From an optimization exercise on the open Yosys and OpenROAD flow, aimed at a short achievable clock period and few clock cycles per item; shortcuts taken in it are not production practice.
Only simulation tests tie the RTL to the original design; equivalence was not proved.

run A:
## link_keeping_drive_vector
module link_keeping_drive_vector (
	input  logic                      clk,
	input  logic                      arst_n,
	input  logic                      psel,
	input  logic                      penable,
	input  logic                      pwrite,
	input  logic [2:0]                paddr,
	input  logic [31:0]               pwdata,
	output logic [31:0]               prdata,
	output logic                      pready,
	input  logic                      in_valid,
	output logic                      in_stall,
	input  logic signed [COORD_W-1:0] offset_x,
	input  logic signed [COORD_W-1:0] offset_y,
	input  logic                      present,
	input  logic                      frame_end,
	output logic                      out_valid,
	input  logic                      out_stall,
	output logic signed [COORD_W-1:0] drive_x,
	output logic signed [COORD_W-1:0] drive_y,
	output logic                      has_signal,
	output logic [CNT_W-1:0]          chosen_index
);
==> flow/config.mk <==
export PLATFORM = sky130hd
export DESIGN_NAME = link_keeping_drive_vector
export DESIGN_NICKNAME = link_keeping_drive_vector
export VERILOG_FILES = /design/flow/design.v
export SDC_FILE = /design/flow/constraint.sdc
export NUM_CORES = 4
export LEC_CHECK = 0
export ABC_CLOCK_PERIOD_IN_PS = 3000
export CAP_MARGIN = 20
export CORE_MARGIN = 2
export CORE_UTILIZATION = 60
export PLACE_DENSITY = 0.72
export SLEW_MARGIN = 20
==> flow/constraint.sdc <==
create_clock -name core_clock -period 11.0 [get_ports {clk}]
set_input_delay 2.2000 -clock core_clock [delete_from_list [all_inputs] [get_ports {clk}]]
set_output_delay 2.2000 -clock core_clock [all_outputs]
set_load 0.01 [all_outputs]
standard.sh (not shown) runs the stock make flow with config.mk's settings and CLKGATE_MAP_FILE= SYNTH_SCRIPT=/design/flow/synth_recipe.tcl, a recipe that flattens the netlist after the stock synthesis.
==> flow/flow/run.sh <==
#!/bin/bash
# Standard synthesis and layout; timing repair aims at a tighter period than
# the clock's (setup margin below), which the standard settings cap at 5 ns.
# Ports are buffered with buf_4 rather than the smallest buffer cell, which
# on this platform is a delay cell. The clock tree uses larger sink clusters
# and fewer wire buffers, for a shallower (still balanced) tree.
set -euo pipefail
MARGIN=${MARGIN:-7.5}
bash standard.sh synth > synth.log 2>&1
bash standard.sh finish SETUP_SLACK_MARGIN=$MARGIN TNS_END_PERCENT=100 \
  "BUFFER_PORTS_ARGS=-buffer_cell sky130_fd_sc_hd__buf_4" \
  CTS_BUF_DISTANCE=600 CTS_CLUSTER_SIZE=30 CTS_CLUSTER_DIAMETER=120 > layout.log 2>&1
Status run A: flow complete, layout not clean - max-capacitance violations, max-slew violations
Testbench counts of run A, summed over its fixed seeds: cycles 19,136, frames 4,096.
--- input diff run A..run B ---
Settings: changing CAP_MARGIN from 20 to 35; changing SLEW_MARGIN from 20 to 35.
### Flow results
Between run A and run B, the routed metal-1 wirelength figures differ only marginally.
Summary across run B and run A: the single failing run is run A.
Sort run B and run A by count of clock-buffer cells in the layout desc -> top: run A
There was hardly any difference in number of global-route vias before repair between run A and run B.
For post-layout instance area, run B and run A come out practically identical.


09-14:
Starting RTL as in the previous note.
==> flow/config.mk <==
export PLATFORM = sky130hd
export DESIGN_NAME = link_keeping_drive_vector
export DESIGN_NICKNAME = link_keeping_drive_vector
export VERILOG_FILES = /design/flow/design.v
export SDC_FILE = /design/flow/constraint.sdc
export NUM_CORES = 4
export LEC_CHECK = 0
export ABC_CLOCK_PERIOD_IN_PS = 3000
export CAP_MARGIN = 20
export CORE_MARGIN = 2
export CORE_UTILIZATION = 60
export PLACE_DENSITY = 0.72
export SLEW_MARGIN = 20
==> flow/constraint.sdc <==
create_clock -name core_clock -period 11.0 [get_ports {clk}]
set_input_delay 2.2000 -clock core_clock [delete_from_list [all_inputs] [get_ports {clk}]]
set_output_delay 2.2000 -clock core_clock [all_outputs]
set_load 0.01 [all_outputs]
==> flow/flow/run.sh <==
#!/bin/bash
# Standard synthesis and layout; timing repair aims at a tighter period than
# the clock's (setup margin below), which the standard settings cap at 5 ns.
# Ports are buffered with buf_4 rather than the smallest buffer cell, which
# on this platform is a delay cell. The clock tree uses larger sink clusters
# and fewer wire buffers, for a shallower (still balanced) tree.
set -euo pipefail
MARGIN=${MARGIN:-7.5}
bash standard.sh synth > synth.log 2>&1
bash standard.sh finish SETUP_SLACK_MARGIN=$MARGIN TNS_END_PERCENT=100 \
  "BUFFER_PORTS_ARGS=-buffer_cell sky130_fd_sc_hd__buf_4" \
  CTS_BUF_DISTANCE=600 CTS_CLUSTER_SIZE=22 CTS_CLUSTER_DIAMETER=100 > layout.log 2>&1
09-14 went all the way through the flow, and no timing, DRC or antenna check failed.
Testbench counts of 09-14, summed over its fixed seeds: cycles 19,136, frames 4,096.
diff inputs: 09-14 => 08-20
-- flow/config.mk --
<<< 09-14, line 9
export CAP_MARGIN = 20
>>> 08-20, line 9
export CAP_MARGIN = 35
<<< 09-14, line 13
export SLEW_MARGIN = 20
>>> 08-20, line 13
export SLEW_MARGIN = 35
Findings:
The routed wire length on 08-20 is in line with that on 09-14. Area of the die: 08-20 vs 09-14 identical. Non-clock buffer count (08-20 vs. 09-14) decreases by a few percent. Taking 09-14 as the reference, in 08-20 global routing met2 resource utilization went down 0.17 points; via-per-instance ratio held; via count went down 380; worst setup slack went up 14 ps. 08-20 vs. 09-14: number of clock buffers in the layout went up by 2.

## afterwards: timing with drivers on the ports
The flow's constraints put no driver on any port. The routed layouts listed below were extracted and timed again, unchanged, in two steps. Step 1: set_driving_cell puts a clkbuf_16 on clk and a buf_2 on each other input, an assumption about the parent block. Step 2, shift: input delay + t, output delay - t, t = (earliest + latest rising clock arrival at the registers) / 2. This alone moves slack from input paths to output paths. a / b / c = no drivers / after step 1 / after step 2; a / b = the first two.
| run | t, ns | slack for setup (ns) | worst register clock-pin slew, ns |
|---|---|---|---|
| run A | 0.938 | 7.331 / 7.226 / 7.045 | 0.12 / 0.12 |
| run B | 0.947 | 7.339 / 7.242 / 7.151 | 0.12 / 0.12 |
| 09-14 | 1.020 | 7.286 / 7.184 / 7.014 | 0.10 / 0.10 |
| 08-20 | 0.995 | 7.300 / 7.198 / 7.138 | 0.10 / 0.10 |
The setup slack of run A, which loses most, moves by -0.105 ns with the drivers and by -0.286 ns with both steps.
